Source: an optimization exercise on an open RTL-to-GDS flow (aim: small area and a short achievable clock period). Production flows keep margins and buffers that such runs may drop.
At most, simulation tests tie the RTL to the original design; equivalence was not proved.
Only the layout flow was run in runs 8 and 9; the RTL was not checked for function there.
Power and IR drop assume default switching activity.

===== flow/config.mk =====
export PLATFORM = sky130hd
export DESIGN_NAME = simd_mem_arbiter
export DESIGN_NICKNAME = simd_mem_arbiter
export VERILOG_FILES = /design/flow/design.v
export SDC_FILE = /design/flow/constraint.sdc
export NUM_CORES = 4
export LEC_CHECK = 0
export CAP_MARGIN = 20
export CORE_AREA = 10 10 750 290
export DIE_AREA = 0 0 760 300
export SLEW_MARGIN = 20

===== flow/constraint.sdc =====
create_clock -name core_clock -period 5.0 [get_ports {CLK}]
set_input_delay 1.0000 -clock core_clock [delete_from_list [all_inputs] [get_ports {CLK}]]
set_output_delay 1.0000 -clock core_clock [all_outputs]
set_load 0.01 [all_outputs]

===== flow/design.v =====
module simd_mem_arbiter #(
    parameter int ADDR_WIDTH     = 64,
    parameter int DATA_WIDTH     = 64,
    parameter int VEC_DATA_WIDTH = 512,
    parameter int TIMEOUT_CYCLES = 1024
) (
    input  logic                      CLK,
    input  logic                      RESET,
    input  logic                      S_REQ,
    input  logic                      S_WE,
    input  logic [ADDR_WIDTH-1:0]     S_ADDR,
    input  logic [DATA_WIDTH-1:0]     S_WDATA,
    input  logic [DATA_WIDTH/8-1:0]   S_WMASK,
    output logic [DATA_WIDTH-1:0]     S_RDATA,
    output logic                      S_ACK,
    input  logic                      V_REQ,
    input  logic                      V_WE,
    input  logic [ADDR_WIDTH-1:0]     V_ADDR,
    input  logic [VEC_DATA_WIDTH-1:0] V_WDATA,
    output logic [VEC_DATA_WIDTH-1:0] V_RDATA,
    output logic                      V_ACK,
    output logic                      M_REQ,
    output logic                      M_WE,
    output logic [ADDR_WIDTH-1:0]     M_ADDR,
    output logic [DATA_WIDTH-1:0]     M_WDATA,
    output logic [DATA_WIDTH/8-1:0]   M_WMASK,
    input  logic                      M_ACK,
    input  logic [DATA_WIDTH-1:0]     M_RDATA,
    output logic                      BUSY
);
    localparam int BEATS  = VEC_DATA_WIDTH / DATA_WIDTH;
    localparam int BYTES  = DATA_WIDTH / 8;
    localparam int BEAT_W = $clog2(BEATS);
    localparam int OFF_W  = $clog2(BYTES);
    localparam int AW     = ADDR_WIDTH - OFF_W;
    logic              busy_q, mreq_q, sack_q, vack_q;
    logic              prefer_vec, owner_vec;
    logic [BEAT_W-1:0] beat;
    logic              we_q;
    logic [BYTES-1:0]  wmask_q;
    logic [AW-1:0]     addr_q;
    logic [VEC_DATA_WIDTH-1:0] line_q;
    logic idle, accept, grant_vec, beat_done, last_done;
    assign idle      = !busy_q;
    assign accept    = idle && (S_REQ || V_REQ);
    assign grant_vec = V_REQ && (!S_REQ || prefer_vec);
    assign beat_done = mreq_q && M_ACK;
    assign last_done = beat_done && (!owner_vec || beat == BEAT_W'(BEATS - 1));
    always_ff @(posedge CLK or posedge RESET) begin
        if (RESET) begin
            busy_q     <= 1'b0;
            mreq_q     <= 1'b0;
            sack_q     <= 1'b0;
            vack_q     <= 1'b0;
            prefer_vec <= 1'b0;
        end else begin
            busy_q <= accept || mreq_q;
            mreq_q <= accept || (mreq_q && !last_done);
            sack_q <= last_done && !owner_vec;
            vack_q <= last_done && owner_vec;
            if (accept)
                prefer_vec <= !grant_vec;
        end
    end
    always_ff @(posedge CLK) begin
        if (idle) begin
            owner_vec <= grant_vec;
            beat      <= '0;
            we_q      <= grant_vec ? V_WE : S_WE;
            wmask_q   <= grant_vec ? '1 : S_WMASK;
            addr_q    <= grant_vec ? V_ADDR[ADDR_WIDTH-1:OFF_W] : S_ADDR[ADDR_WIDTH-1:OFF_W];
            line_q    <= {V_WDATA[VEC_DATA_WIDTH-1:DATA_WIDTH],
                          grant_vec ? V_WDATA[DATA_WIDTH-1:0] : S_WDATA};
        end else if (beat_done) begin
            beat   <= beat + BEAT_W'(1);
            addr_q <= addr_q + AW'(1);
            line_q <= {M_RDATA, line_q[VEC_DATA_WIDTH-1:DATA_WIDTH]};
        end
    end
    assign BUSY    = busy_q;
    assign M_REQ   = mreq_q;
    assign S_ACK   = sack_q;
    assign V_ACK   = vack_q;
    assign M_WE    = we_q;
    assign M_WMASK = wmask_q;
    assign M_ADDR  = {addr_q, {OFF_W{1'b0}}};
    assign M_WDATA = line_q[DATA_WIDTH-1:0];
    assign S_RDATA = line_q[VEC_DATA_WIDTH-1 -: DATA_WIDTH];
    assign V_RDATA = line_q;
endmodule

===== flow/run.sh =====
#!/bin/bash
# synth_recipe.tcl (not shown) runs the flow's synth.tcl, then flattens the netlist and writes it again
# the make line also repeats each setting of config.mk as NAME=value (left out here)
make -C /OpenROAD-flow-scripts/flow DESIGN_CONFIG=/design/flow/config.mk WORK_HOME=/design/flow/orfs CLKGATE_MAP_FILE= SYNTH_SCRIPT=/design/flow/synth_recipe.tcl finish

==> metrics.yaml, run 1 <==
global_routing:
  use_met3: 0.156
  grt_start_max_net_pins: 161
  antenna_found_initial: 186
  grt.busiest_layer: "met1"
  grt_pass1_wl_um: 319000
  use_met1: 0.312
  met2_usage: 0.275
  grt.overflow.total: 0
  grt_usage: 0.221
  grt_pass1_vias: 22500
place:
  portBuffers: 1490
  dpl.hpwl_um: 235000
  place_area_um2: 45600
  place.gp.congestion: 1.10
sta:
  period_share: 0.675
  relSlewSlack: 0.219
  finalSetupTns_ps: 0
  worst_pin_slew_ps: 1170
  clock_skew_ps: 42.5
  finalSetupViolCount: 0
  hold_ws_ps: 477
  min_period_ps: 3370
  drv_slew: 0
  clock.fmax_ghz: 0.296
  rsz0062_at_grt: "false"
  hold_violations: 0
critical_path:
  r2r_cells: 6
  critPathMaxFanout: 2
  criticalPathCategory: "reg2out"
  cp.required_ps: 4000
  crit_slowest_cell: "clkdlybuf4s50_1"
  cp_cell_sequence: "clkdlybuf4s50_1"
  end_kind: "primary output"
  crit_family: "buffers and inverters"
  r2r_slack_ps: 2100
  critPathBufInv: 1
  arrival_ps: 2370
  r2r-start: "addr_q[0]$_DFFE_PP_"
  cpPeakStageDelay_ps: 1250
  startpoint_type: "flop"
  timing.rr.end: "addr_q[58]$_DFFE_PP_"
route:
  drt-initial-drc-count: 3453
  routedWlPerCell_um: 44.1
  ant_nets: 0
  via_per_inst: 4.04
  drc: 0
  drt_wl_total_um: 268000
  num_vias: 24600
  first_pass_iters: 5
final_layout:
  fin_area_um2: 47700
  nNetsFinal: 4028
  mostFrequentLayoutCell: "clkdlybuf4s50_1"
  nFillCells: 21800
  area_growth_syn_to_layout_pct: 70.2
  drive_above_1_share: 0.192
  final_cell_mix: "1490 x clkdlybuf4s50_1, 583 x edfxtp_1, 500 x mux2_2"
  seq_area_um2: 17700
  multi_input_area_um2: 8990
die:
  die_area_um2: 228000
  num_rows: 102
  die_h_um: 300
  fp.coreArea_um2: 205000
  io_pins: 1500
  initial_core_util: 0.137
  die_w_um: 760
clock_network:
  post_cts.repair.setup_buffers: 0
  clkTransAtPathRegs_ps: 70
  htree_levels: 2
  cts_buffers: 61
  clkLatencyLatePin_ps: 750
  cts.sinks: 591
  hold_buffers: 0
  ctsResizeCount: 0
  cts_buffer_depth: 3
  cts_tree: "yes"
  cts-root-buf: "clkbuf_16"
power_and_ir_drop:
  leakage_nw: 16.3
  p_clk_frac: 0.145
  power_density_nw_per_um2: 750
  seq_power_share: 0.375
  sw_frac_of_total: 0.439
  intPower_mw: 20.1
  ir_worst_vdd_uv: 374
  p_comb_frac: 0.479
  p_switching_mw: 15.7
synth:
  avgSynthCellArea_um2: 14.9
  synth_xor_xnor_area_share: 0.0122
  yosysSeqAreaShare: 0.631
  synth-compound-area-share: 0.0294
  synthFlopType: "edfxtp_1"
  yosysUniqueCellTypes: 37
  synth_simple_gate_area_share: 0.0491
  synth-edff-count: 583
  syn_area_um2: 28000
  synth_top_family_by_area: "multiplexers"
  ys_ff_latch: 591
  synthAdderAreaFrac: 0.00134
  async_flop_share: 0.00846
  synthMuxAreaShare: 0.227
  yosysWarnings: 1
  syn_inst: 1880
min_path:
  holdCritStartpoint: "beat[1]$_SDFFE_PN0P_"
  hold_path_depth: 2
  hp-class: "reg2reg"
  hold_end: "beat[1]$_SDFFE_PN0P_"
run:
  cap_violations: 0
outcome:
  status: "no timing/DRC/antenna violations"
worst max path at each step:
stage | start | end | cells past startpoint
after floorplan | busy_q$_DFF_PP0_ | addr_q[0]$_DFFE_PP_ | 4
after global placement | V_REQ | line_q[31]$_DFFE_PP_ | 5
after detailed placement | V_REQ | line_q[45]$_DFFE_PP_ | 5
after CTS | line_q[386]$_DFFE_PP_ | V_RDATA[386] | 1
after global routing | line_q[320]$_DFFE_PP_ | V_RDATA[320] | 1
final | line_q[386]$_DFFE_PP_ | V_RDATA[386] | 1
routing by layer:
| layer | up-vias | part of all wire |
|---|---|---|
| met5 | - | 0.0045 |
| met1 | 12600 | 0.46 |
| met3 | 338 | 0.17 |
| li1 | 9793 | - |
| met4 | 188 | 0.011 |
| met2 | 1664 | 0.36 |
Yosys cell counts (10+ instances only):
cell type | n | area [um2]
a31oi_1 | 21 | 131
and3_1 | 13 | 81.3
buf_1 | 15 | 56.3
buf_4 | 131 | 983
clkbuf_1 | 82 | 308
edfxtp_1 | 583 | 17500
mux2_2 | 500 | 5630
mux2i_1 | 74 | 741
nand2_1 | 125 | 469
nand3_1 | 26 | 130
nand4_1 | 21 | 131
nor2_1 | 34 | 128
nor4_1 | 10 | 62.6
o21ai_0 | 117 | 586
or3_1 | 17 | 106
xnor2_1 | 23 | 201
xor2_1 | 16 | 140
area by class of cell:
type                    instances  share of cell area
flip-flops and latches        591               0.371
repair buffers               1527               0.323
multi-input cells            1056               0.188
well taps                    2756              0.0723
clock buffers                  68              0.0326
clock inverters                42              0.0109
diodes                         29             0.00152
inverters                       5            0.000393
through the flow:
stage | util | total power, mW | std cells | setup slack, ps
after floorplan | - | 17.6 | 1882 | 866
after global placement | 0.222 | 30.4 | 5935 | 1500
after detailed placement | 0.222 | 30.4 | 5935 | 1490
after CTS | 0.232 | 35.8 | 6045 | 1530
after global routing | 0.232 | 36.7 | 6048 | 1480
final | 0.232 | 35.8 | 6074 | 1630
state kept, by name, indices dropped and copies added, names as in the netlist:
signal and flops:
wmask_q 8, busy_q 1, mreq_q 1, prefer_vec 1
vack_q 1, owner_vec 1, sack_q 1, line_q 512
addr_q 61, beat 3, we_q 1
power by group through the flow:
stage / clock network (mW) / registers (mW) / logic [mW]
2_1_floorplan: 0 / 12.2 / 5.40
3_3_place_gp: 0 / 13.2 / 17.2
3_5_place_dp: 0 / 13.2 / 17.2
4_1_cts: 5.32 / 13.2 / 17.3
5_1_grt: 5.51 / 13.5 / 17.7
6_report: 5.20 / 13.4 / 17.2
cells by family after synthesis:
| group | after synthesis |
|---|---|
| AOI/OAI and AO/OA | 155 |
| xor gates and xnor gates | 39 |
| adders and majority gates | 3 |
| buffers and inverters | 235 |
| DFF | 591 |
| muxes | 574 |
| other | 1 |
| and+or+nand+nor | 282 |
==> run 2: changes to the inputs <==
--- a/flow/config.mk
+++ b/flow/config.mk
@@ -6,6 +6,7 @@
 export NUM_CORES = 4
 export LEC_CHECK = 0
 export CAP_MARGIN = 20
-export CORE_AREA = 10 10 750 290
-export DIE_AREA = 0 0 760 300
+export CORE_AREA = 5 5 265 265
+export DIE_AREA = 0 0 270 270
+export PLACE_DENSITY = 0.75
 export SLEW_MARGIN = 20
==> run 2 against run 1 <==
The run now fails in 3_2_place_iop. Area after synthesis is the same. Synthesized cell count stayed put.
==> metrics.yaml, run 2 <==
synth:
  yosysSeqAreaShare: 0.631  # unchanged
  async_flop_share: 0.00846  # unchanged
  yosysTopAreaCellShare: 0.625  # unchanged
  synth_top_area_cell: "edfxtp_1"
  ys_ff_latch: 591  # unchanged
  synth-edff-count: 583  # unchanged
  yosysWarnings: 1  # unchanged
  yosysUniqueCellTypes: 37  # unchanged
  syn_inst: 1880  # unchanged
  synth_common_cells: "583 x edfxtp_1, 500 x mux2_2, 131 x buf_4"
  syn_area_um2: 28000  # unchanged
  synthFlopType: "edfxtp_1"
  avgSynthCellArea_um2: 14.9  # unchanged
  synthTopCellsByArea: "edfxtp_1 62%, mux2_2 20%, buf_4 3.5%, mux2i_1 2.6%, o21ai_0 2.1%"
  post-synth-top-count-cell: "edfxtp_1"
die:
  num_rows: 95  # -6.9%
  die_w_um: 270  # -64%
  initial_core_util: 0.417  # +0.281
  die_h_um: 270  # -10%
outcome:
  error_message: "[ERROR PPL-0024] Number of IO pins (1500) exceeds maximum number of available positions (974). Increase the die perimeter from 1080.00um to 2040.00um."
  lastStage: "3_2_place_iop"
  status: "did not finish"
==> run 2: cell counts after synthesis <==
No cell type changed its count.
==> run 2: cells by family after synthesis <==
logic type / Yosys count / synth area share
AO/OA/AOI/OAI: 155 / 0.0294
XOR/XNOR: 39 / 0.0122
adder cells (fa/ha/maj): 3 / 0.00134
buffers and inverters: 235 / 0.0493
flip-flops: 591 / 0.631
multiplexers: 574 / 0.227
other: 1 / 0.000134
AND/OR/NAND/NOR: 282 / 0.0491
==> run 3: changes to the inputs <==
--- a/flow/config.mk
+++ b/flow/config.mk
@@ -6,7 +6,8 @@
 export NUM_CORES = 4
 export LEC_CHECK = 0
 export CAP_MARGIN = 20
-export CORE_AREA = 5 5 265 265
-export DIE_AREA = 0 0 270 270
-export PLACE_DENSITY = 0.75
+export CORE_AREA = 5 5 295 295
+export DIE_AREA = 0 0 300 300
+export PLACE_DENSITY = 0.7
+export SETUP_SLACK_MARGIN = 2.5
 export SLEW_MARGIN = 20
==> run 3 against run 2 <==
The run again fails in 3_2_place_iop. Area after synthesis did not move. Synthesized cell count did not move.
==> metrics.yaml, run 3 <==
outcome:
  lastStage: "3_2_place_iop"
  error_message: "[ERROR PPL-0024] Number of IO pins (1500) exceeds maximum number of available positions (1082). Increase the die perimeter from 1200.00um to 2040.00um."
  status: "did not finish"
synth:
  post-synth-top-count-cell: "edfxtp_1"
  synth-edff-count: 583  # unchanged
  synth_top_area_cell: "edfxtp_1"
  yosysUniqueCellTypes: 37  # unchanged
  syn_area_um2: 28000  # unchanged
  yosysSeqAreaShare: 0.631  # unchanged
  async_flop_share: 0.00846  # unchanged
  synthFlopType: "edfxtp_1"
  avgSynthCellArea_um2: 14.9  # unchanged
  syn_inst: 1880  # unchanged
  yosysWarnings: 1  # unchanged
  ys_ff_latch: 591  # unchanged
  synthTopCellsByArea: "edfxtp_1 62%, mux2_2 20%, buf_4 3.5%, mux2i_1 2.6%, o21ai_0 2.1%"
  synth_common_cells: "583 x edfxtp_1, 500 x mux2_2, 131 x buf_4"
  yosysTopAreaCellShare: 0.625  # unchanged
die:
  die_w_um: 300  # +11%
  die_h_um: 300  # +11%
  num_rows: 106  # +12%
  initial_core_util: 0.335  # -0.0819
## run 3: cell counts after synthesis
Identical to the previous run, type by type.
## run 3: cells by family after synthesis
family                     count (synthesis)  synth area share
DFF                                      591             0.631
muxes                                    574             0.227
and+or+nand+nor                          282            0.0491
buffers and inverters                    235            0.0493
AOI/OAI and AO/OA                        155            0.0294
xor gates and xnor gates                  39            0.0122
adders and majority gates                  3           0.00134
other                                      1          0.000134
==> run 4: changes to the inputs <==
--- a/flow/design.v
+++ b/flow/design.v
@@ -69,14 +69,21 @@
             we_q      <= grant_vec ? V_WE : S_WE;
             wmask_q   <= grant_vec ? '1 : S_WMASK;
             addr_q    <= grant_vec ? V_ADDR[ADDR_WIDTH-1:OFF_W] : S_ADDR[ADDR_WIDTH-1:OFF_W];
-            line_q    <= {V_WDATA[VEC_DATA_WIDTH-1:DATA_WIDTH],
-                          grant_vec ? V_WDATA[DATA_WIDTH-1:0] : S_WDATA};
         end else if (beat_done) begin
             beat   <= beat + BEAT_W'(1);
             addr_q <= addr_q + AW'(1);
-            line_q <= {M_RDATA, line_q[VEC_DATA_WIDTH-1:DATA_WIDTH]};
         end
     end
+    logic [VEC_DATA_WIDTH-1:0] line_load, line_shift;
+    logic                      line_hold;
+    assign line_load  = {V_WDATA[VEC_DATA_WIDTH-1:DATA_WIDTH],
+                         grant_vec ? V_WDATA[DATA_WIDTH-1:0] : S_WDATA};
+    assign line_shift = {M_RDATA, line_q[VEC_DATA_WIDTH-1:DATA_WIDTH]};
+    assign line_hold  = !idle && !beat_done;
+    always_ff @(posedge CLK)
+        line_q <= ({VEC_DATA_WIDTH{idle}} & line_load)
+                | ({VEC_DATA_WIDTH{beat_done}} & line_shift)
+                | ({VEC_DATA_WIDTH{line_hold}} & line_q);
     assign BUSY    = busy_q;
     assign M_REQ   = mreq_q;
     assign S_ACK   = sack_q;
--- a/flow/config.mk
+++ b/flow/config.mk
@@ -6,8 +6,7 @@
 export NUM_CORES = 4
 export LEC_CHECK = 0
 export CAP_MARGIN = 20
-export CORE_AREA = 5 5 295 295
-export DIE_AREA = 0 0 300 300
-export PLACE_DENSITY = 0.7
-export SETUP_SLACK_MARGIN = 2.5
+export CORE_AREA = 10 10 750 290
+export DIE_AREA = 0 0 760 300
+export SETUP_SLACK_MARGIN = 2.0
 export SLEW_MARGIN = 20
==> run 4 against run 3 <==
Now clean on timing, DRC and antenna. Synthesized cell count up 30%. Area after synthesis down 7.8%.
==> metrics.yaml, run 4 <==
outcome:
  status: "no timing/DRC/antenna violations"
die:
  die_w_um: 760  # +150%
  num_rows: 102  # -3.8%
  die_h_um: 300  # unchanged
  fp.coreArea_um2: 205000
  die_area_um2: 228000
  initial_core_util: 0.126  # -0.210
  io_pins: 1500
sta:
  clock_skew_ps: 34.7
  min_period_ps: 3010
  drv_slew: 0
  worst_pin_slew_ps: 1270
  clock.fmax_ghz: 0.333
  finalSetupViolCount: 0
  finalSetupTns_ps: 0
  rsz0062_at_grt: "true"
  relSlewSlack: 0.149
  hold_violations: 0
  period_share: 0.601
final_layout:
  fin_cells: 6526
  top_regs: "line_q: 512 flops, addr_q: 61 flops, wmask_q: 8 flops"
  regMostFlops: "line_q"
  drive_above_1_share: 0.0790
  nNetsFinal: 4478
  final_cell_mix: "1366 x clkdlybuf4s50_1, 448 x nor2b_1, 448 x a221o_1"
  mostFrequentLayoutCell: "clkdlybuf4s50_1"
  fin_area_um2: 45200
  area_growth_syn_to_layout_pct: 75.1
  largest_reg_flops: 512
global_routing:
  grt_pass1_wl_um: 341000
  antenna_found_initial: 111
  grt.overflow.total: 0
  grt_pass1_vias: 25700
  grt_usage: 0.233
  grt_start_max_net_pins: 170
place:
  place_area_um2: 42800
  place.gp.congestion: 1.05
  portBuffers: 1490
  dp_cells: 6376
  dpl.hpwl_um: 241000
route:
  via_per_inst: 4.22
  routedWlPerCell_um: 43.1
  ant_nets: 0
  num_vias: 27500
  drt_wl_total_um: 281000
  first_pass_iters: 6
  drt-initial-drc-count: 3236
  drc: 0
power_and_ir_drop:
  ir_worst_vdd_uv: 662
  power_density_nw_per_um2: 794
  leakage_nw: 16.4
critical_path:
  critPathMaxFanout: 3
  criticalPathCategory: "reg2out"
  arrival_ps: 2010
  cp_cell_sequence: "clkdlybuf4s15_1"
  startpoint_type: "flop"
  critPathBufInv: 1
  crit_slowest_cell: "clkdlybuf4s15_1"
  cp.required_ps: 4000
  crit_family: "buffers and inverters"
  end_kind: "primary output"
  cpPeakStageDelay_ps: 830
clock_network:
  hold_buffers: 0
  clkTransAtPathRegs_ps: 70
  cts_tree: "yes"
  htree_levels: 3
  cts.sinks: 591
  cts-root-buf: "clkbuf_16"
  cts_buffer_depth: 3
  cts_buffers: 67
  clkLatencyLatePin_ps: 680
synth:
  synthTopCellsByArea: "dfxtp_1 40%, a221o_1 17%, nor2b_1 11%, edfxtp_1 8.3%, buf_4 3.8%"
  syn_inst: 2435  # +30%
  synth_top_area_cell: "dfxtp_1"
  yosysWarnings: 1  # unchanged
  yosysTopAreaCellShare: 0.399  # -0.226
  post-synth-top-count-cell: "dfxtp_1"
  syn_area_um2: 25800  # -7.8%
  yosysUniqueCellTypes: 45  # +22%
  ys_ff_latch: 591  # unchanged
  synthFlopType: "dfxtp_1"
  avgSynthCellArea_um2: 10.6  # -29%
  yosysSeqAreaShare: 0.486  # -0.145
  async_flop_share: 0.00846  # unchanged
  synth_common_cells: "515 x dfxtp_1, 449 x nor2b_1, 448 x a221o_1"
  synth-edff-count: 71  # -88%
min_path:
  hp-class: "reg2reg"
run:
  cap_violations: 0
[run 4: cell count changes after synthesis, sizes merged, moves of 9 or more]
cell,delta
dfxtp,+512
a22oi,+64
o31ai,+11
clkbuf,+110
nor2b,+449
nand2,-60
or4,+11
mux2,-445
a221o,+448
edfxtp,-512
or3,-11
o21ai,-9
[run 4: routing by layer]
layer | wire length (um) | vias to the layer above | global-route usage
met5 | 341 | - | 0
met1 | 148000 | 14100 | 0.366
li1 | - | 11700 | -
met2 | 104000 | 1401 | 0.302
met3 | 24200 | 249 | 0.0768
met4 | 4050 | 52 | 0.0278
[run 4: area by class of cell]
cell class              count  area, um2
diodes                     25       62.6
clock buffers              92       1910
clock inverters            30        405
fillers                 22300     160000
inverters                  11       45.0
multi-input cells        1497      11500
flip-flops and latches    591      12700
well taps                2756       3450
repair buffers           1524      15200
[run 4: worst paths after layout]
check	slack [ps]	end	start	cells past startpoint
max	1990	V_RDATA[341]	line_q[341]$_DFF_P_	1
min	470	beat[1]$_SDFFE_PN0P_	beat[1]$_SDFFE_PN0P_	2
min reg2reg	470	beat[1]$_SDFFE_PN0P_	beat[1]$_SDFFE_PN0P_	2
min in group asynchronous	580	prefer_vec$_DFFE_PP0P_	RESET	2
max reg2reg	2140	line_q[461]$_DFF_P_	busy_q$_DFF_PP0_	5
max in group asynchronous	4200	busy_q$_DFF_PP0_	RESET	2
[run 4: repair_timing]
item	CTS	global route
endpoints found under the setup margin	221	28
resized for setup	201	18
setup buffers	3	0
[run 4: cells by family (layout without fill, tap and decap cells)]
family                     after synthesis  in the layout  synth area share
AOI/OAI and AO/OA                      666            666             0.225
xor gates and xnor gates                37             37            0.0125
adders and majority gates                3              3           0.00145
buffers and inverters                  349           1657            0.0699
DFF                                    591            591             0.486
muxes                                  126            126            0.0515
other                                    1             28          0.000145
and+or+nand+nor                        662            662             0.153
[run 4: report_power, final]
| group | switching, mW | internal [mW] | total (mW) |
|---|---|---|---|
| Clock | 2.67 | 3.05 | 5.72 |
| Sequential | 4.60 | 7.63 | 12.2 |
| Combinational | 10.3 | 7.72 | 18.0 |
[run 4: per-stage QoR]
| step | total power [mW] | setup WS (ps) | hold WS [ps] | util |
|---|---|---|---|---|
| final | 35.9 | 1990 | 465 | 0.220 |
| after global routing | 37.0 | 1980 | 477 | 0.220 |
| after CTS | 36.0 | 1990 | 463 | 0.220 |
| after detailed placement | 30.4 | 1370 | 453 | 0.209 |
| after global placement | 30.4 | 1420 | 448 | 0.209 |
| after floorplan | 16.5 | 2000 | 412 | - |
==> run 5: changes to the inputs <==
--- a/flow/config.mk
+++ b/flow/config.mk
@@ -6,7 +6,6 @@
 export NUM_CORES = 4
 export LEC_CHECK = 0
 export CAP_MARGIN = 20
-export CORE_AREA = 10 10 750 290
-export DIE_AREA = 0 0 760 300
-export SETUP_SLACK_MARGIN = 2.0
+export CORE_AREA = 5 5 895 135
+export DIE_AREA = 0 0 900 140
 export SLEW_MARGIN = 20
==> run 5 against run 4 <==
Routed wire length down 19%. Clock power down 22%. Power down 8.5%. Flip-flop and latch count unchanged. Non-clock buffer count down 5. Cell area down 4.9%. Critical path depth up 5. Core utilization up 16 points. Combinational power down 8%. Sequential share of layout area up 1.2 points. Area after synthesis unchanged. Final cell count down 19%.
==> metrics.yaml, run 5 <==
synth:
  synthTopCellsByArea: "dfxtp_1 40%, a221o_1 17%, nor2b_1 11%, edfxtp_1 8.3%, buf_4 3.8%"
  yosysWarnings: 1  # unchanged
  synth_top_area_cell: "dfxtp_1"
  avgSynthCellArea_um2: 10.6  # unchanged
  synth_common_cells: "515 x dfxtp_1, 449 x nor2b_1, 448 x a221o_1"
  syn_area_um2: 25800  # unchanged
  synthFlopType: "dfxtp_1"
  yosysUniqueCellTypes: 45  # unchanged
  async_flop_share: 0.00846  # unchanged
  synth-edff-count: 71  # unchanged
  yosysSeqAreaShare: 0.486  # unchanged
  syn_inst: 2435  # unchanged
  ys_ff_latch: 591  # unchanged
  post-synth-top-count-cell: "dfxtp_1"
  yosysTopAreaCellShare: 0.399  # unchanged
route:
  num_vias: 28300  # +2.6%
  drt-initial-drc-count: 4240  # +31%
  routedWlPerCell_um: 43.0  # -0.20%
  drt_wl_total_um: 228000  # -19%
  drc: 0  # unchanged
  first_pass_iters: 5  # -1
  ant_nets: 0  # unchanged
  via_per_inst: 5.34  # +26%
global_routing:
  grt_usage: 0.341  # +0.109
  grt.overflow.total: 0  # unchanged
  antenna_found_initial: 104  # -6.3%
  grt_pass1_wl_um: 282000  # -18%
  grt_start_max_net_pins: 182  # +7.1%
  grt_pass1_vias: 24500  # -4.6%
final_layout:
  final_cell_mix: "1490 x clkdlybuf4s50_1, 515 x dfxtp_1, 449 x nor2b_1"
  regMostFlops: "line_q"
  nFillCells: 11300  # -49%
  top_regs: "line_q: 512 flops, addr_q: 61 flops, wmask_q: 8 flops"
  largest_reg_flops: 512  # unchanged
  drive_above_1_share: 0.0491  # -0.0299
  nNetsFinal: 4452  # -0.58%
  area_growth_syn_to_layout_pct: 66.5
  mostFrequentLayoutCell: "clkdlybuf4s50_1"
clock_network:
  clkTransAtPathRegs_ps: 90  # +20 ps
  ctsResizeCount: 0  # -100%
  clkLatencyLatePin_ps: 690  # about the same
  cts-root-buf: "clkbuf_16"
  cts_buffers: 46  # -31%
  cts_tree: "yes"
  post_cts.repair.setup_buffers: 0  # -3
  cts.sinks: 591  # unchanged
  htree_levels: 2  # -1
  hold_buffers: 0  # unchanged
  cts_buffer_depth: 3  # unchanged
power_and_ir_drop:
  leakage_nw: 15.7  # -3.9%
  power_density_nw_per_um2: 764  # -3.8%
  power.total_mw: 32.9  # -8.5%
  ir_worst_vdd_uv: 458  # -31%
die:
  io_pins: 1500  # unchanged
  die_area_um2: 126000  # -45%
  num_rows: 47  # -54%
  die_w_um: 900  # +18%
  initial_core_util: 0.227  # +0.101
  die_h_um: 140  # -53%
  fp.coreArea_um2: 114000  # -45%
critical_path:
  criticalPathCategory: "reg2reg"
  crit_slowest_cell: "or4_1"
  cp.required_ps: 5510  # +1510 ps
  end_kind: "flop"
  cp_cell_sequence: "ha_1 > nand4_1 > nor4_2 > nand3_1 > or4_1 > a31oi_1"
  critPathMaxFanout: 19  # +16
  arrival_ps: 4070  # +2060 ps
  startpoint_type: "flop"
  cpPeakStageDelay_ps: 740  # -90 ps
sta:
  rsz0062_at_grt: "false"
  period_share: 0.712  # +0.111
  relSlewSlack: 0.164  # +0.0149
  clock_skew_ps: 30.2  # -4.51 ps
  hold_violations: 0  # unchanged
  drv_slew: 0  # unchanged
  worst_pin_slew_ps: 1250  # -22.3 ps
  min_period_ps: 3560  # +553 ps
  clock.fmax_ghz: 0.281  # -16%
  finalSetupViolCount: 0  # unchanged
  finalSetupTns_ps: 0  # unchanged
min_path:
  hp-class: "reg2reg"
place:
  place.gp.congestion: 1.17  # +11%
  dpl.hpwl_um: 192000  # -20%
  portBuffers: 1490  # unchanged
outcome:
  status: "no timing/DRC/antenna violations"
run:
  cap_violations: 0  # unchanged
[run 5: changes by cell type in the layout (fill, tap and decap cells not counted), sizes merged, moves of 7 or more]
| cell | change |
|---|---|
| clkdlybuf4s50 | +124 |
| dlygate4sd2 | -109 |
| clkbuf | -37 |
| clkinv | +8 |
| clkdlybuf4s15 | -7 |
[run 5: kinds of logic after synthesis]
family,synth area share
buffers and inverters,0.0699
and+or+nand+nor,0.153
xor gates and xnor gates,0.0125
other,0.000145
adders and majority gates,0.00145
DFF,0.486
AOI/OAI and AO/OA,0.225
muxes,0.0515
[run 5: critical path, delay by kind of cell (launching register included)]
family	cells	cell delay, ps
flops	1	440
compound gates	1	170
fa+ha+maj	1	240
simple gates	4	2520
[run 5: layer usage]
metal / part of all wire / wire length, um / up-vias / track usage
met2: 0.34 / 78400 / 1721 / 0.395
met5: 0.0032 / 734 / - / 0
met1: 0.48 / 109000 / 14600 / 0.507
met3: 0.17 / 38200 / 254 / 0.236
li1: - / - / 11600 / -
met4: 0.0080 / 1830 / 120 / 0.0241
[run 5: final timing paths]
| check | end | slack (ps) | from | cells after the start |
|---|---|---|---|---|
| setup / recovery | addr_q[60]$_DFFE_PP_ | 1440 | addr_q[1]$_DFFE_PP_ | 6 |
| hold / removal | sack_q$_DFF_PP0_ | 450 | owner_vec$_DFFE_PN_ | 1 |
| setup reg to reg | addr_q[60]$_DFFE_PP_ | 1440 | addr_q[1]$_DFFE_PP_ | 6 |
| hold reg to reg | sack_q$_DFF_PP0_ | 450 | owner_vec$_DFFE_PN_ | 1 |
| max in group asynchronous | busy_q$_DFF_PP0_ | 4280 | RESET | 2 |
| min in group asynchronous | mreq_q$_DFF_PP0_ | 520 | RESET | 2 |
[run 5: power by group]
group          leakage, nW  internal (mW)  switching [mW]
combinational         9.82           8.03            8.61
sequential            5.08           7.54            4.25
clock                0.802           2.17            2.28
total                 15.7           17.7            15.1
[run 5: area by class of cell]
class | instances | area, um2 | area share
well taps | 1568 | 1960 | 0.0456
inverters | 11 | 41.3 | 0.000960
diodes | 24 | 60.1 | 0.00140
clock inverters | 28 | 327 | 0.00759
clock buffers | 58 | 1290 | 0.0300
flip-flops and latches | 591 | 12600 | 0.292
repair buffers | 1519 | 15300 | 0.355
multi-input cells | 1497 | 11500 | 0.267
[run 5: metrics by stage]
step | cell area [um2] | hold WS (ps) | cells | utilization | worst slack (ps)
final | 43000 | 449 | 5296 | 0.378 | 1440
after global routing | 43000 | 469 | 5275 | 0.378 | 1270
after CTS | 43000 | 451 | 5272 | 0.378 | 1670
after detailed placement | 41300 | 439 | 5186 | 0.364 | 1510
after global placement | 41300 | 426 | 5186 | 0.364 | 1530
after floorplan | 25800 | 412 | 2437 | - | 1610
==> run 6: changes to the inputs <==
==> flow/flow/run.sh (new file) <==
#!/bin/bash
# Standard ORFS layout, with these changes: ports are buffered with buf_1 instead of the delay
# buffer buffer_ports picks by default; pins may sit one routing track apart so that a compact
# die has room for all 1500 of them; the clock pin is placed first, with a clear band around it.
set -euo pipefail
bash standard.sh \
  'BUFFER_PORTS_ARGS=-buffer_cell sky130_fd_sc_hd__buf_1' \
  "PRE_IO_PLACEMENT_TCL=$PWD/flow/pre_io.tcl" \
  'PLACE_PINS_ARGS=-min_distance 1 -min_distance_in_tracks -corner_avoidance 5 -exclude left:128-142' \
  finish > standard.log 2>&1
==> flow/flow/pre_io.tcl (new file) <==
# Put the clock pin in the middle of the left edge and keep other pins 7 um clear of it,
# so its wider clock wiring has room.
place_pin -pin_name CLK -layer met3 -location {0 135} -force_to_die_boundary
==> flow/standard.sh (new file) <==
#!/bin/bash
# synth_recipe.tcl (not shown) runs the flow's synth.tcl, then flattens the netlist and writes it again
# the make line also repeats each setting of config.mk as NAME=value (left out here)
make -C /OpenROAD-flow-scripts/flow DESIGN_CONFIG=/design/flow/config.mk WORK_HOME=/design/flow/orfs CLKGATE_MAP_FILE= SYNTH_SCRIPT=/design/flow/synth_recipe.tcl "${@:-finish}"
--- a/flow/config.mk
+++ b/flow/config.mk
@@ -6,6 +6,8 @@
 export NUM_CORES = 4
 export LEC_CHECK = 0
 export CAP_MARGIN = 20
-export CORE_AREA = 5 5 895 135
-export DIE_AREA = 0 0 900 140
+export CORE_AREA = 5 5 265 265
+export DIE_AREA = 0 0 270 270
+export PLACE_DENSITY = 0.7
+export SETUP_SLACK_MARGIN = 3.0
 export SLEW_MARGIN = 20
removed: flow/run.sh
==> run 6 against run 5 <==
Die area decreased by 42%. Global-route usage grew 9.0 points. Critical path depth rose by 2. Setup slack improved by 1100 ps. Clock power grew 14%. Flip-flop and latch count unchanged. Core utilization grew 31 points. Sequential share of layout area grew 0.52 points. Largest cell class unchanged. Highest routed layer unchanged.
==> metrics.yaml, run 6 <==
final_layout:
  area_growth_syn_to_layout_pct: 77.7
  final_cell_mix: "778 x buf_1, 714 x buf_6, 595 x buf_4"
  nNetsFinal: 5112  # +15%
  largest_reg_flops: 512  # unchanged
  mostFrequentLayoutCell: "buf_1"
  nFillCells: 4883  # -57%
  multi_input_area_um2: 12200  # +6.5%
  utilization: 0.684  # +0.305
  regMostFlops: "line_q"
  seq_area_um2: 13700  # +8.6%
  top_regs: "line_q: 512 flops, addr_q: 61 flops, wmask_q: 8 flops"
  drive_above_1_share: 0.485  # +0.436
synth:
  syn_inst: 2435  # unchanged
  syn_area_um2: 25800  # unchanged
  synth_common_cells: "515 x dfxtp_1, 449 x nor2b_1, 448 x a221o_1"
  yosysUniqueCellTypes: 45  # unchanged
  synth_top_area_cell: "dfxtp_1"
  synthFlopType: "dfxtp_1"
  yosysWarnings: 1  # unchanged
  avgSynthCellArea_um2: 10.6  # unchanged
  yosysSeqAreaShare: 0.486  # unchanged
  post-synth-top-count-cell: "dfxtp_1"
  synth-edff-count: 71  # unchanged
  async_flop_share: 0.00846  # unchanged
  synthTopCellsByArea: "dfxtp_1 40%, a221o_1 17%, nor2b_1 11%, edfxtp_1 8.3%, buf_4 3.8%"
  yosysTopAreaCellShare: 0.399  # unchanged
  ys_ff_latch: 591  # unchanged
sta:
  clock_skew_ps: 26.5  # -3.66 ps
  rsz0062_at_grt: "true"
  worst_pin_slew_ps: 705  # -547 ps
  finalSetupTns_ps: 0  # unchanged
  hold_violations: 0  # unchanged
  hold_ws_ps: 281  # -169 ps
  min_period_ps: 2480  # -1080 ps
  period_share: 0.495  # -0.217
  relSlewSlack: 0.530  # +0.366
  clock.fmax_ghz: 0.404  # +44%
  drv_slew: 0  # unchanged
  finalSetupViolCount: 0  # unchanged
run:
  cap_violations: 0  # unchanged
global_routing:
  grt_start_max_net_pins: 105  # -42%
  grt.overflow.total: 0  # unchanged
  grt_pass1_wl_um: 231000  # -18%
  grt_pass1_vias: 31100  # +27%
  grt_usage: 0.431  # +0.0898
  antenna_found_initial: 144  # +38%
critical_path:
  startpoint_type: "flop"
  cp.required_ps: 5430  # -80 ps
  arrival_ps: 2910  # -1160 ps
  cp_cell_sequence: "ha_2 > nand4_1 > buf_6 > nor4_4 > nand3_4 > buf_12 > or4_1 > a31oi_1"
  end_kind: "flop"
  crit_slowest_cell: "edfxtp_1"
  crit_family: "simple AND/OR/NAND/NOR gates"
  cp-startpoint: "addr_q[1]$_DFFE_PP_"
  criticalPathCategory: "reg2reg"
  critPathBufInv: 2  # +2
  r2r_slack_ps: 2520  # +1080 ps
  critPathMaxFanout: 5  # -14
  r2r-start: "addr_q[1]$_DFFE_PP_"
  cpPeakStageDelay_ps: 430  # -310 ps
place:
  place.gp.congestion: 1.08  # -7.2%
  portBuffers: 1490  # unchanged
  dpl.hpwl_um: 111000  # -42%
die:
  io_pins: 1499  # -0.067%
  initial_core_util: 0.385  # +0.158
  num_rows: 95  # +100%
  die_area_um2: 72900  # -42%
  die_h_um: 270  # +93%
  die_w_um: 270  # -70%
  fp.coreArea_um2: 67200  # -41%
power_and_ir_drop:
  ir_worst_vdd_uv: 514  # +12%
  power_density_nw_per_um2: 812  # +6.2%
  leakage_nw: 19.3  # +23%
  power.total_mw: 37.3  # +13%
route:
  ant_nets: 0  # unchanged
  routedWlPerCell_um: 32.3  # -25%
  first_pass_iters: 6  # +1
  via_per_inst: 6.06  # +14%
  drt_wl_total_um: 173000  # -24%
  drc: 0  # unchanged
  num_vias: 32500  # +15%
  drt-initial-drc-count: 4114  # -3.0%
clock_network:
  cts_tree: "yes"
  clkLatencyLatePin_ps: 610  # -80 ps
  cts_buffer_depth: 3  # unchanged
  cts-root-buf: "clkbuf_16"
  cts_buffers: 67  # +46%
  htree_levels: 3  # +1
  cts.sinks: 591  # unchanged
  hold_buffers: 0  # unchanged
  clkTransAtPathRegs_ps: 60  # -30 ps
outcome:
  status: "no timing/DRC/antenna violations"
min_path:
  hp-class: "in2async"
run 6: cell counts after synthesis:
No cell type changed its count.
run 6: worst reg2reg max path, cell delays in order (launching register included):
cell	delay, ps
edfxtp_1	430
ha_2	220
nand4_1	110
buf_6	160
nor4_4	400
nand3_4	200
buf_12	190
or4_1	420
a31oi_1	200
run 6: timing repair:
action	CTS	global route
gates resized for setup	2361	164
endpoints found under the setup margin	1325	872
pin swaps	44	50
gates cloned	19	2
setup buffers	565	65
run 6: power breakdown:
| part | internal (mW) | leakage, nW | switching (mW) |
|---|---|---|---|
| Combinational | 11.3 | 13.0 | 9.76 |
| Sequential | 8.33 | 5.20 | 2.84 |
| Clock | 2.97 | 1.08 | 2.10 |
| Total | 22.6 | 19.3 | 14.7 |
run 6: stage by stage:
stage | cells | setup slack [ps] | area [um2]
4_1_cts | 5180 | 2610 | 44600
3_3_place_gp | 4479 | 1710 | 31200
5_1_grt | 5342 | 2480 | 45900
3_5_place_dp | 4479 | 1640 | 31200
2_1_floorplan | 2437 | 2000 | 26600
6_report | 5364 | 2520 | 45900
run 6: final timing paths:
kind,endpoint,cells after the start
max reg2reg,addr_q[44]$_DFFE_PP_,8
min in group core_clock,sack_q$_DFF_PP0_,1
min reg2reg,sack_q$_DFF_PP0_,1
max,addr_q[44]$_DFFE_PP_,8
max in group asynchronous,busy_q$_DFF_PP0_,2
min,busy_q$_DFF_PP0_,2
run 6: logic make-up after synthesis:
group | synth area share
XOR/XNOR | 0.0125
adder cells (fa/ha/maj) | 0.00145
multiplexers | 0.0515
other | 0.000145
flip-flops | 0.486
buffers and inverters | 0.0699
AO/OA/AOI/OAI | 0.225
AND/OR/NAND/NOR | 0.153
run 6: layout make-up:
class / instances / area share
diodes: 117 / 0.00638
clock buffers: 105 / 0.0447
clock inverters: 12 / 0.00308
inverters: 11 / 0.000981
multi-input cells: 1503 / 0.267
flip-flops and latches: 591 / 0.297
well taps: 873 / 0.0238
repair buffers: 2149 / 0.357
repair inverters: 3 / 0.000490
run 6: per-layer routing:
metal,GRT usage,share of wire,wire (um)
met5,0.0217,0.0029,505
met4,0.395,0.11,19400
met3,0.205,0.14,23800
met2,0.638,0.42,73500
met1,0.450,0.32,56000
==> run 7: changes to the inputs <==
--- a/flow/config.mk
+++ b/flow/config.mk
@@ -9,5 +9,5 @@
 export CORE_AREA = 5 5 265 265
 export DIE_AREA = 0 0 270 270
 export PLACE_DENSITY = 0.7
-export SETUP_SLACK_MARGIN = 3.0
+export SETUP_SLACK_MARGIN = 2.5
 export SLEW_MARGIN = 20
==> run 7 against run 6 <==
Via count decreased by 13%. Register-to-register slack lost 70 ps. Final cell count shrank 11%. Sequential power is 5% lower. Clock skew decreased by 4.2 ps. Power decreased by 27%. Critical endpoint is now addr_q[60]$_DFFE_PP_. Largest power group unchanged.
==> metrics.yaml, run 7 <==
outcome:
  status: "no timing/DRC/antenna violations"
critical_path:
  critPathMaxFanout: 9  # +4
  cpPeakStageDelay_ps: 480  # +50 ps
  startpoint_type: "flop"
  arrival_ps: 2980  # +70 ps
  end_kind: "flop"
  r2r_cells: 8  # unchanged
  cp_cell_sequence: "ha_2 > nand4_1 > buf_6 > nor4_4 > nand3_4 > buf_12 > or4_1 > a31oi_1"
  cp.required_ps: 5440  # about the same
  crit_slowest_cell: "edfxtp_1"
  criticalPathCategory: "reg2reg"
sta:
  drv_slew: 0  # unchanged
  relSlewSlack: 0.191  # -0.339
  clock_skew_ps: 22.3  # -4.21 ps
  min_period_ps: 2540  # +65.1 ps
  hold_violations: 0  # unchanged
  finalSetupViolCount: 0  # unchanged
  period_share: 0.508  # +0.0130
  clock.fmax_ghz: 0.394  # -2.6%
  rsz0062_at_grt: "true"
  worst_pin_slew_ps: 1210  # +509 ps
  finalSetupTns_ps: 0  # unchanged
synth:
  yosysUniqueCellTypes: 45  # unchanged
  syn_inst: 2435  # unchanged
  synthTopCellsByArea: "dfxtp_1 40%, a221o_1 17%, nor2b_1 11%, edfxtp_1 8.3%, buf_4 3.8%"
  avgSynthCellArea_um2: 10.6  # unchanged
  yosysSeqAreaShare: 0.486  # unchanged
  synth-edff-count: 71  # unchanged
  synthFlopType: "dfxtp_1"
  yosysTopAreaCellShare: 0.399  # unchanged
  synth_top_area_cell: "dfxtp_1"
  post-synth-top-count-cell: "dfxtp_1"
  yosysWarnings: 1  # unchanged
  async_flop_share: 0.00846  # unchanged
  ys_ff_latch: 591  # unchanged
  synth_common_cells: "515 x dfxtp_1, 449 x nor2b_1, 448 x a221o_1"
  syn_area_um2: 25800  # unchanged
place:
  place.gp.congestion: 1.11  # +2.0%
  dpl.hpwl_um: 118000  # +6.4%
  portBuffers: 1490  # unchanged
global_routing:
  grt_pass1_vias: 26200  # -16%
  grt_start_max_net_pins: 219  # +110%
  grt_usage: 0.389  # -0.0424
  grt_pass1_wl_um: 206000  # -11%
  antenna_found_initial: 162  # +13%
  grt.overflow.total: 0  # unchanged
route:
  num_vias: 28100  # -13%
  first_pass_iters: 6  # unchanged
  drt-initial-drc-count: 3950  # -4.0%
  drc: 0  # unchanged
  routedWlPerCell_um: 31.9  # -1.0%
  via_per_inst: 5.90  # -2.7%
  ant_nets: 0  # unchanged
  drt_wl_total_um: 152000  # -12%
final_layout:
  mostFrequentLayoutCell: "buf_1"
  nFillCells: 6541  # +34%
  area_growth_syn_to_layout_pct: 31.9
  largest_reg_flops: 512  # unchanged
  utilization: 0.507  # -0.176
  drive_above_1_share: 0.0597  # -0.426
  final_cell_mix: "1488 x buf_1, 515 x dfxtp_1, 449 x nor2b_1"
  regMostFlops: "line_q"
  nNetsFinal: 4488  # -12%
  top_regs: "line_q: 512 flops, addr_q: 61 flops, wmask_q: 8 flops"
power_and_ir_drop:
  leakage_nw: 12.2  # -37%
  ir_worst_vdd_uv: 421  # -18%
  power.total_mw: 27.1  # -27%
  power_density_nw_per_um2: 795  # -2.0%
clock_network:
  clkTransAtPathRegs_ps: 60  # about the same
  hold_buffers: 0  # unchanged
  cts.sinks: 591  # unchanged
  cts-root-buf: "clkbuf_16"
  cts_tree: "yes"
  cts_buffer_depth: 3  # unchanged
  cts_buffers: 68  # +1.5%
  htree_levels: 3  # unchanged
  clkLatencyLatePin_ps: 600  # about the same
run:
  cap_violations: 0  # unchanged
die:
  initial_core_util: 0.385  # unchanged
  fp.coreArea_um2: 67200  # unchanged
  io_pins: 1499  # unchanged
  die_area_um2: 72900  # unchanged
  die_w_um: 270  # unchanged
  num_rows: 95  # unchanged
  die_h_um: 270  # unchanged
min_path:
  hp-class: "in2async"
==> run 7: cell types whose count changed in the layout (fill, tap and decap cells not counted), moves of 18 or more <==
cell      change
dfxtp_1     +512
buf_4       -571
mux2_4       -38
buf_1       +710
o21ai_0      +27
dfxtp_2     -335
dfxtp_4     -177
buf_6       -712
clkbuf_2     -18
o21ai_1      -24
mux2_2       +38
diode_2      +28
==> run 7: worst paths after layout <==
path,startpoint,endpoint,slack (ps)
worst max-delay path,addr_q[0]$_DFFE_PP_,addr_q[60]$_DFFE_PP_,2460
worst min-delay path,RESET,prefer_vec$_DFFE_PP0P_,300
worst max register to register,addr_q[0]$_DFFE_PP_,addr_q[60]$_DFFE_PP_,2460
worst min register to register,beat[2]$_SDFFE_PN0P_,beat[2]$_SDFFE_PN0P_,460
max in group asynchronous,RESET,busy_q$_DFF_PP0_,4460
min in group core_clock,beat[2]$_SDFFE_PN0P_,beat[2]$_SDFFE_PN0P_,460
==> run 7: per-layer routing <==
layer  GRT usage  part of all wire  wire [um]  up-vias
li1            -                 -          -    11800
met3       0.193              0.14      20700      742
met1       0.435              0.35      53500    13200
met5      0.0480            0.0032        482        -
met4       0.348              0.10      15600       64
met2       0.535              0.41      62100     2320
==> run 7: cells by family after synthesis <==
logic type,share of synthesized area
xor+xnor,0.0125
flops,0.486
simple gates,0.153
fa+ha+maj,0.00145
mux,0.0515
other cells,0.000145
compound gates,0.225
buf+inv,0.0699
==> run 7: what timing repair did <==
action                                  in CTS  in global routing
pin swaps                                    2                  7
buffers inserted                            11                  9
gates resized for setup                      9                 10
hold endpoints to repair                     0                  0
gates cloned                                 3                  0
endpoints found under the setup margin     343                 32
==> run 7: area by class of cell <==
cell class                      instances  area (um2)  area share
Clock inverter                         16         214     0.00628
Antenna cell                          145         363      0.0107
Multi-Input combinational cell       1497       11600       0.339
Timing Repair inverter                  1        7.51    0.000220
Sequential cell                       591       12600       0.369
Tap cell                              873        1090      0.0321
Inverter                               11        45.0     0.00132
Timing Repair Buffer                 1532        6170       0.181
Clock buffer                          106        2050      0.0601
==> run 7: worst max-delay path, delay by kind of cell (launching register included) <==
kind	cells	cell delay [ps]
buf+inv	2	340
compound gates	1	180
fa+ha+maj	1	260
flops	1	480
simple gates	4	1120
==> run 7: where the power goes <==
part / leakage, nW / switching [mW] / internal, mW
clock: 1.11 / 2.10 / 3.03
sequential: 5.08 / 3.07 / 7.55
combinational: 5.99 / 7.11 / 4.22
==> run 7: per-stage QoR <==
stage | cells | worst slack [ps] | hold WS (ps) | cell area (um2)
floorplan | 2437 | 2000 | 412 | 25900
global placement | 4481 | 1480 | 431 | 31000
detailed placement | 4481 | 1470 | 454 | 31000
CTS | 4617 | 2490 | 260 | 33600
global route | 4724 | 2430 | 292 | 33900
finish | 4772 | 2460 | 302 | 34100
==> run 8: changes to the inputs <==
--- a/flow/design.v
+++ b/flow/design.v
@@ -34,14 +34,15 @@
     localparam int OFF_W  = $clog2(BYTES);
     localparam int AW     = ADDR_WIDTH - OFF_W;
     logic              busy_q, mreq_q, sack_q, vack_q;
+    logic              idle_q;
     logic              prefer_vec, owner_vec;
     logic [BEAT_W-1:0] beat;
     logic              we_q;
     logic [BYTES-1:0]  wmask_q;
     logic [AW-1:0]     addr_q;
     logic [VEC_DATA_WIDTH-1:0] line_q;
-    logic idle, accept, grant_vec, beat_done, last_done;
-    assign idle      = !busy_q;
+    logic idle, accept, grant_vec, beat_done, last_done, line_hold;
+    assign idle      = idle_q;
     assign accept    = idle && (S_REQ || V_REQ);
     assign grant_vec = V_REQ && (!S_REQ || prefer_vec);
     assign beat_done = mreq_q && M_ACK;
@@ -49,12 +50,14 @@
     always_ff @(posedge CLK or posedge RESET) begin
         if (RESET) begin
             busy_q     <= 1'b0;
+            idle_q     <= 1'b1;
             mreq_q     <= 1'b0;
             sack_q     <= 1'b0;
             vack_q     <= 1'b0;
             prefer_vec <= 1'b0;
         end else begin
             busy_q <= accept || mreq_q;
+            idle_q <= !(accept || mreq_q);
             mreq_q <= accept || (mreq_q && !last_done);
             sack_q <= last_done && !owner_vec;
             vack_q <= last_done && owner_vec;
@@ -65,21 +68,52 @@
     always_ff @(posedge CLK) begin
         if (idle) begin
             owner_vec <= grant_vec;
-            beat      <= '0;
             we_q      <= grant_vec ? V_WE : S_WE;
             wmask_q   <= grant_vec ? '1 : S_WMASK;
-            addr_q    <= grant_vec ? V_ADDR[ADDR_WIDTH-1:OFF_W] : S_ADDR[ADDR_WIDTH-1:OFF_W];
-        end else if (beat_done) begin
-            beat   <= beat + BEAT_W'(1);
-            addr_q <= addr_q + AW'(1);
         end
     end
+    always_ff @(posedge CLK) begin
+        beat   <= idle ? '0 : beat + BEAT_W'(beat_done);
+    end
+    logic [AW-1:0] addr_load, addr_inc;
+    assign addr_load = grant_vec ? V_ADDR[ADDR_WIDTH-1:OFF_W] : S_ADDR[ADDR_WIDTH-1:OFF_W];
+    localparam int HW = AW - BEAT_W;
+    localparam int HB = 8;
+    localparam int NB = (HW + HB - 1) / HB;
+    logic [NB-1:0] below_ones_q, below_ones_d;
+    logic [HW-1:0] hi_load, hi_q, hi_inc;
+    logic          mid_wrap;
+    assign hi_load  = addr_load[AW-1:BEAT_W];
+    assign hi_q     = addr_q[AW-1:BEAT_W];
+    assign mid_wrap = &addr_q[BEAT_W-1:0];
+    always_comb begin
+        below_ones_d[0] = 1'b1;
+        for (int b = 1; b < NB; b++)
+            below_ones_d[b] = below_ones_d[b-1] && (&hi_load[(b-1)*HB +: HB]);
+    end
+    always_ff @(posedge CLK)
+        if (idle)
+            below_ones_q <= below_ones_d;
+    logic [NB*HB-1:0] hi_pad;
+    assign hi_pad = (NB*HB)'(hi_q);
+    always_comb begin
+        for (int i = 0; i < HW; i++) begin
+            logic [HB-1:0] below_in_blk;
+            below_in_blk = HB'((1 << (i % HB)) - 1);
+            hi_inc[i] = hi_q[i] ^ (mid_wrap && below_ones_q[i / HB]
+                                   && (&(hi_pad[(i / HB) * HB +: HB] | ~below_in_blk)));
+        end
+    end
+    assign addr_inc = {hi_inc, addr_q[BEAT_W-1:0] + BEAT_W'(1)};
+    assign line_hold = !idle && !beat_done;
+    always_ff @(posedge CLK)
+        addr_q <= ({AW{idle}} & addr_load)
+                | ({AW{beat_done}} & addr_inc)
+                | ({AW{line_hold}} & addr_q);
     logic [VEC_DATA_WIDTH-1:0] line_load, line_shift;
-    logic                      line_hold;
     assign line_load  = {V_WDATA[VEC_DATA_WIDTH-1:DATA_WIDTH],
                          grant_vec ? V_WDATA[DATA_WIDTH-1:0] : S_WDATA};
     assign line_shift = {M_RDATA, line_q[VEC_DATA_WIDTH-1:DATA_WIDTH]};
-    assign line_hold  = !idle && !beat_done;
     always_ff @(posedge CLK)
         line_q <= ({VEC_DATA_WIDTH{idle}} & line_load)
                 | ({VEC_DATA_WIDTH{beat_done}} & line_shift)
--- a/flow/config.mk
+++ b/flow/config.mk
@@ -7,7 +7,9 @@
 export LEC_CHECK = 0
 export CAP_MARGIN = 20
 export CORE_AREA = 5 5 265 265
+export CTS_CLUSTER_DIAMETER = 60
+export CTS_CLUSTER_SIZE = 20
 export DIE_AREA = 0 0 270 270
 export PLACE_DENSITY = 0.7
-export SETUP_SLACK_MARGIN = 2.5
+export SETUP_SLACK_MARGIN = 2.7
 export SLEW_MARGIN = 20
==> run 8 against run 7 <==
The run now fails in 5_1_grt. Area after synthesis fell by 2.6%. Synthesized cell count rose by 23%.
==> metrics.yaml, run 8 <==
outcome:
  status: "did not finish"
  lastStage: "5_1_grt"
  error_message: "[ERROR GRT-0116] Global routing finished with congestion. Check the congestion regions in the DRC Viewer."
synth:
  yosysSeqAreaShare: 0.485  # -0.00185
  async_flop_share: 0.0100  # +0.00156
  synth-edff-count: 17  # -76%
  avgSynthCellArea_um2: 8.41  # -21%
  syn_area_um2: 25200  # -2.6%
  yosysUniqueCellTypes: 59  # +31%
  syn_inst: 2991  # +23%
  synth_top_area_cell: "dfxtp_1"
  yosysTopAreaCellShare: 0.458  # +0.0592
  ys_ff_latch: 599  # +1.4%
  synth_common_cells: "1093 x nand2_1, 576 x dfxtp_1, 451 x a22oi_1"
  synthFlopType: "dfxtp_1"
  synthTopCellsByArea: "dfxtp_1 46%, nand2_1 16%, a22oi_1 13%, buf_4 4.1%, a221o_1 3.1%"
  post-synth-top-count-cell: "nand2_1"
  yosysWarnings: 1  # unchanged
clock_network:
  cts-root-buf: "clkbuf_16"
  cts.sinks: 599  # +1.4%
  cts_buffers: 52  # -24%
  cts_buffer_depth: 3  # unchanged
  htree_levels: 2  # -1
  hold_buffers: 0  # unchanged
global_routing:
  grt_pass1_wl_um: 220000
  grt_start_max_net_pins: 216
  grt_pass1_vias: 28700
  grt.overflow.total: 1
  grt_usage: 0.422
place:
  place.gp.congestion: 1.11  # +0.30%
  dp_cells: 5023  # +12%
  portBuffers: 1490  # unchanged
  dpl.hpwl_um: 124000  # +4.6%
die:
  num_rows: 95  # unchanged
  initial_core_util: 0.375  # -0.0100
  die_h_um: 270  # unchanged
  die_w_um: 270  # unchanged
  io_pins: 1499  # unchanged
-- run 8: cell count changes after synthesis, sizes merged, moves of 68 or more --
cell	previous run	this run
a21oi	5	102
nand2	65	1094
nor2b	449	3
a22oi	64	451
buf	146	262
a221o	448	78
o21ai	108	40
clkbuf	192	92
-- run 8: what timing repair did --
action	CTS
buffers inserted	5
pin swaps	2
endpoints found under the setup margin	743
resized for setup	174
gates cloned	2
-- run 8: power by group through the flow --
stage / registers, mW / logic (mW) / clock network, mW
4_1_cts: 10.2 / 11.5 / 4.53
3_3_place_gp: 10.2 / 11.0 / 0
2_1_floorplan: 10.3 / 5.97 / 0
3_5_place_dp: 10.3 / 11.1 / 0
-- run 8: worst max-delay path by stage --
stage	endpoint	slack [ps]	cells past startpoint
3_3_place_gp	addr_q[34]$_DFF_P_	1460	8
4_1_cts	M_ADDR[5]	2690	1
2_1_floorplan	beat[1]$_SDFF_PP0_	2700	8
3_5_place_dp	addr_q[34]$_DFF_P_	1430	8
-- run 8: per-layer routing --
| metal | GRT usage | overflow |
|---|---|---|
| met5 | 0.0329 | 0 |
| met4 | 0.396 | 0 |
| met3 | 0.186 | 0 |
| met2 | 0.594 | 1 |
| met1 | 0.471 | 0 |
-- run 8: metrics by stage --
stage / util / instance area (um2) / worst slack (ps) / total power [mW] / hold slack [ps]
floorplan: - / 25200 / 2700 / 16.3 / 429
global placement: 0.449 / 30100 / 1460 / 21.2 / 443
detailed placement: 0.449 / 30100 / 1430 / 21.4 / 445
CTS: 0.483 / 32400 / 2690 / 26.2 / 212
-- run 8: kinds of logic after synthesis --
| kind of cell | after synthesis | synth area share |
|---|---|---|
| AOI/OAI and AO/OA | 739 | 0.215 |
| xor gates and xnor gates | 2 | 0.000696 |
| adders and majority gates | 12 | 0.00597 |
| buffers and inverters | 362 | 0.0799 |
| DFF | 599 | 0.485 |
| muxes | 43 | 0.0175 |
| other | 1 | 0.000149 |
| and+or+nand+nor | 1233 | 0.196 |
==> run 9: changes to the inputs <==
--- a/flow/design.v
+++ b/flow/design.v
@@ -94,14 +94,13 @@
     always_ff @(posedge CLK)
         if (idle)
             below_ones_q <= below_ones_d;
-    logic [NB*HB-1:0] hi_pad;
-    assign hi_pad = (NB*HB)'(hi_q);
     always_comb begin
         for (int i = 0; i < HW; i++) begin
-            logic [HB-1:0] below_in_blk;
-            below_in_blk = HB'((1 << (i % HB)) - 1);
-            hi_inc[i] = hi_q[i] ^ (mid_wrap && below_ones_q[i / HB]
-                                   && (&(hi_pad[(i / HB) * HB +: HB] | ~below_in_blk)));
+            logic run;
+            run = mid_wrap && below_ones_q[i / HB];
+            for (int j = (i / HB) * HB; j < i; j++)
+                run = run && hi_q[j];
+            hi_inc[i] = hi_q[i] ^ run;
         end
     end
     assign addr_inc = {hi_inc, addr_q[BEAT_W-1:0] + BEAT_W'(1)};
@@ -110,14 +109,35 @@
         addr_q <= ({AW{idle}} & addr_load)
                 | ({AW{beat_done}} & addr_inc)
                 | ({AW{line_hold}} & addr_q);
-    logic [VEC_DATA_WIDTH-1:0] line_load, line_shift;
-    assign line_load  = {V_WDATA[VEC_DATA_WIDTH-1:DATA_WIDTH],
-                         grant_vec ? V_WDATA[DATA_WIDTH-1:0] : S_WDATA};
-    assign line_shift = {M_RDATA, line_q[VEC_DATA_WIDTH-1:DATA_WIDTH]};
-    always_ff @(posedge CLK)
-        line_q <= ({VEC_DATA_WIDTH{idle}} & line_load)
-                | ({VEC_DATA_WIDTH{beat_done}} & line_shift)
-                | ({VEC_DATA_WIDTH{line_hold}} & line_q);
+    localparam int W = DATA_WIDTH;
+    logic                      shift_q;
+    logic [VEC_DATA_WIDTH-1:0] line_load;
+    logic [W-1:0]              slot0_next;
+    logic                      wr_step, rd_cap, s0_hold, mid_hold, s7_hold;
+    always_ff @(posedge CLK or posedge RESET)
+        if (RESET)
+            shift_q <= 1'b0;
+        else
+            shift_q <= beat_done;
+    assign line_load  = {V_WDATA[VEC_DATA_WIDTH-1:W], grant_vec ? V_WDATA[W-1:0] : S_WDATA};
+    assign slot0_next = shift_q ? line_q[3*W-1:2*W] : line_q[2*W-1:W];
+    assign wr_step    = beat_done && we_q;
+    assign rd_cap     = beat_done && !we_q;
+    assign s0_hold    = !idle && !wr_step && !(shift_q && !we_q);
+    assign mid_hold   = !idle && !shift_q;
+    assign s7_hold    = !idle && !rd_cap;
+    always_ff @(posedge CLK) begin
+        line_q[W-1:0] <= ({W{idle}} & line_load[W-1:0])
+                       | ({W{wr_step}} & slot0_next)
+                       | ({W{shift_q && !we_q}} & line_q[2*W-1:W])
+                       | ({W{s0_hold}} & line_q[W-1:0]);
+        line_q[7*W-1:W] <= ({6*W{idle}} & line_load[7*W-1:W])
+                         | ({6*W{shift_q}} & line_q[8*W-1:2*W])
+                         | ({6*W{mid_hold}} & line_q[7*W-1:W]);
+        line_q[8*W-1:7*W] <= ({W{idle}} & line_load[8*W-1:7*W])
+                           | ({W{rd_cap}} & M_RDATA)
+                           | ({W{s7_hold}} & line_q[8*W-1:7*W]);
+    end
     assign BUSY    = busy_q;
     assign M_REQ   = mreq_q;
     assign S_ACK   = sack_q;
--- a/flow/config.mk
+++ b/flow/config.mk
@@ -7,9 +7,7 @@
 export LEC_CHECK = 0
 export CAP_MARGIN = 20
 export CORE_AREA = 5 5 265 265
-export CTS_CLUSTER_DIAMETER = 60
-export CTS_CLUSTER_SIZE = 20
 export DIE_AREA = 0 0 270 270
 export PLACE_DENSITY = 0.7
-export SETUP_SLACK_MARGIN = 2.7
+export SETUP_SLACK_MARGIN = 2.5
 export SLEW_MARGIN = 20
==> run 9 against run 8 <==
Area after synthesis up 0.79%. The run now finishes clean. Synthesized cell count down 3.0%.
==> metrics.yaml, run 9 <==
outcome:
  status: "no timing/DRC/antenna violations"
power_and_ir_drop:
  ir_worst_vdd_uv: 490
  power_density_nw_per_um2: 828
  power.total_mw: 28.0
  intPower_mw: 14.5
  sw_frac_of_total: 0.481
  p_comb_frac: 0.422
  seq_power_share: 0.380
  p_switching_mw: 13.4
  p_clk_frac: 0.198
  leakage_nw: 14.0
die:
  io_pins: 1499  # unchanged
  num_rows: 95  # unchanged
  fp.coreArea_um2: 67200
  die_w_um: 270  # unchanged
  initial_core_util: 0.378  # +0.00296
  die_area_um2: 72900
  die_h_um: 270  # unchanged
global_routing:
  grt_usage: 0.395
  grt.busiest_layer: "met2"
  grt_pass1_vias: 27200
  grt_pass1_wl_um: 209000
  antenna_found_initial: 117
  met2_usage: 0.553
  use_met3: 0.156
  grt.overflow.total: 0
  use_met1: 0.455
  grt_start_max_net_pins: 164
sta:
  worst_pin_slew_ps: 1040
  hold_violations: 0
  finalSetupViolCount: 0
  period_share: 0.497
  finalSetupTns_ps: 0
  rsz0062_at_grt: "true"
  clock_skew_ps: 29.6
  drv_slew: 0
  clock.fmax_ghz: 0.403
  hold_ws_ps: 310
  relSlewSlack: 0.305
  min_period_ps: 2480
  setup_ws_ps: 2520
clock_network:
  clkTransAtPathRegs_ps: 60
  cts.sinks: 600  # +0.17%
  cts-root-buf: "clkbuf_16"
  cts_buffers: 69  # +33%
  htree_levels: 3  # +1
  cts_tree: "yes"
  cts_buffer_depth: 3  # unchanged
  clkLatencyLatePin_ps: 600
synth:
  synthMuxAreaShare: 0.0289  # +0.0115
  synthFlopType: "dfxtp_1"
  synth-edff-count: 17  # unchanged
  synth_top_family_by_area: "compound AO/OA/AOI/OAI gates"
  ys_ff_latch: 600  # +0.17%
  synth-compound-area-share: 0.211  # -0.00440
  yosysTopAreaCellShare: 0.455  # -0.00359
  avgSynthCellArea_um2: 8.74  # +3.9%
  post-synth-top-count-cell: "nand2_1"
  synthAdderAreaFrac: 0.0266  # +0.0207
  syn_inst: 2902  # -3.0%
  synth_simple_gate_area_share: 0.171  # -0.0247
  async_flop_share: 0.0117  # +0.00165
  synth_xor_xnor_area_share: 0.000345  # -0.000351
  synth_common_cells: "1019 x nand2_1, 576 x dfxtp_1, 448 x a22oi_1"
  yosysWarnings: 1  # unchanged
  yosysUniqueCellTypes: 48  # -19%
  yosysSeqAreaShare: 0.482  # -0.00281
  syn_area_um2: 25400  # +0.79%
  synthTopCellsByArea: "dfxtp_1 45%, nand2_1 15%, a22oi_1 13%, buf_4 4.0%, mux2i_1 2.8%"
  synth_top_area_cell: "dfxtp_1"
route:
  via_per_inst: 5.79
  ant_nets: 0
  drt-initial-drc-count: 4459
  routedWlPerCell_um: 30.1
  num_vias: 30000
  drt_wl_total_um: 156000
  drc: 0
  first_pass_iters: 7
run:
  cap_violations: 0
final_layout:
  regMostFlops: "line_q"
  final_cell_mix: "1486 x buf_1, 1019 x nand2_1, 572 x dfxtp_1"
  largest_reg_flops: 512
  nNetsFinal: 4984
  mostFrequentLayoutCell: "buf_1"
  fin_area_um2: 33800
  top_regs: "line_q: 512 flops, addr_q: 61 flops, wmask_q: 8 flops"
  area_growth_syn_to_layout_pct: 33.1
  drive_above_1_share: 0.0547
critical_path:
  critPathBufInv: 1
  crit_family: "flip-flops"
  cp_cell_sequence: "buf_1"
  critPathMaxFanout: 4
  cp.required_ps: 4000
  criticalPathCategory: "reg2out"
  crit_slowest_cell: "dfxtp_1"
  cpPeakStageDelay_ps: 450
  end_kind: "primary output"
  startpoint_type: "flop"
  arrival_ps: 1480
place:
  place.gp.congestion: 1.16  # +4.7%
  dpl.hpwl_um: 122000  # -1.7%
  portBuffers: 1490  # unchanged
  place_area_um2: 30400  # +0.93%
  pre_cts_slack_ps: 1590  # +158 ps
min_path:
  hp-class: "in2async"
-- run 9: final timing paths --
kind	startpoint	end	slack, ps	depth (start not counted)
min in group core_clock	line_q[322]$_DFF_P_	line_q[322]$_DFF_P_	460	2
max in group asynchronous	RESET	idle_q$_DFF_PP1_	4420	2
max	line_q[477]$_DFF_P_	V_RDATA[477]	2520	1
min reg2reg	line_q[322]$_DFF_P_	line_q[322]$_DFF_P_	460	2
max reg2reg	addr_q[0]$_DFF_P_	addr_q[25]$_DFF_P_	2520	11
min	RESET	prefer_vec$_DFFE_PP0P_	310	2
-- run 9: area by class of cell --
type	instances	area, um2
clock buffers	99	2100
fillers	6847	33400
flip-flops and latches	600	12200
diodes	100	250
multi-input cells	1949	11700
inverters	7	28.8
clock inverters	28	377
repair buffers	1520	5950
well taps	873	1090
-- run 9: cell families after synthesis --
kind of cell             after synthesis
AND/OR/NAND/NOR                     1104
AO/OA/AOI/OAI                        713
flip-flops                           600
buffers and inverters                356
multiplexers                          73
adder cells (fa/ha/maj)               54
other                                  1
XOR/XNOR                               1
-- run 9: what timing repair did --
| action | CTS | global route |
|---|---|---|
| hold buffers | 0 | 0 |
| setup endpoints to repair | 137 | 51 |
| resized for setup | 61 | 33 |
| setup buffers | 4 | 0 |
| gates cloned | 0 | 1 |
| pin swaps | 7 | 10 |
-- run 9: power groups by stage --
stage	clock network [mW]	logic [mW]	registers (mW)
3_3_place_gp	0	11.1	10.4
6_report	5.54	11.8	10.6
4_1_cts	5.58	11.5	10.4
2_1_floorplan	0	6.14	10.4
3_5_place_dp	0	11.3	10.5
5_1_grt	5.79	12.5	10.8
-- run 9: metal layers --
metal,wire length [um],vias up
li1,-,12800
met1,54700,13900
met2,63600,2555
met3,20100,692
met4,17000,30
met5,183,-
-- run 9: metrics by stage --
step,instances,utilization
after detailed placement,4944,0.453
after global routing,5145,0.502
after CTS,5075,0.496
after global placement,4944,0.453
final,5176,0.503
after floorplan,2904,-

Setup slack of run 9, layout unchanged: 2.517 ns with ideal ports, 2.472 ns with driving cells assumed (clock clkbuf_16, inputs buf_2), 1.954 ns with port delays also shifted by the 0.631 ns mid clock arrival.
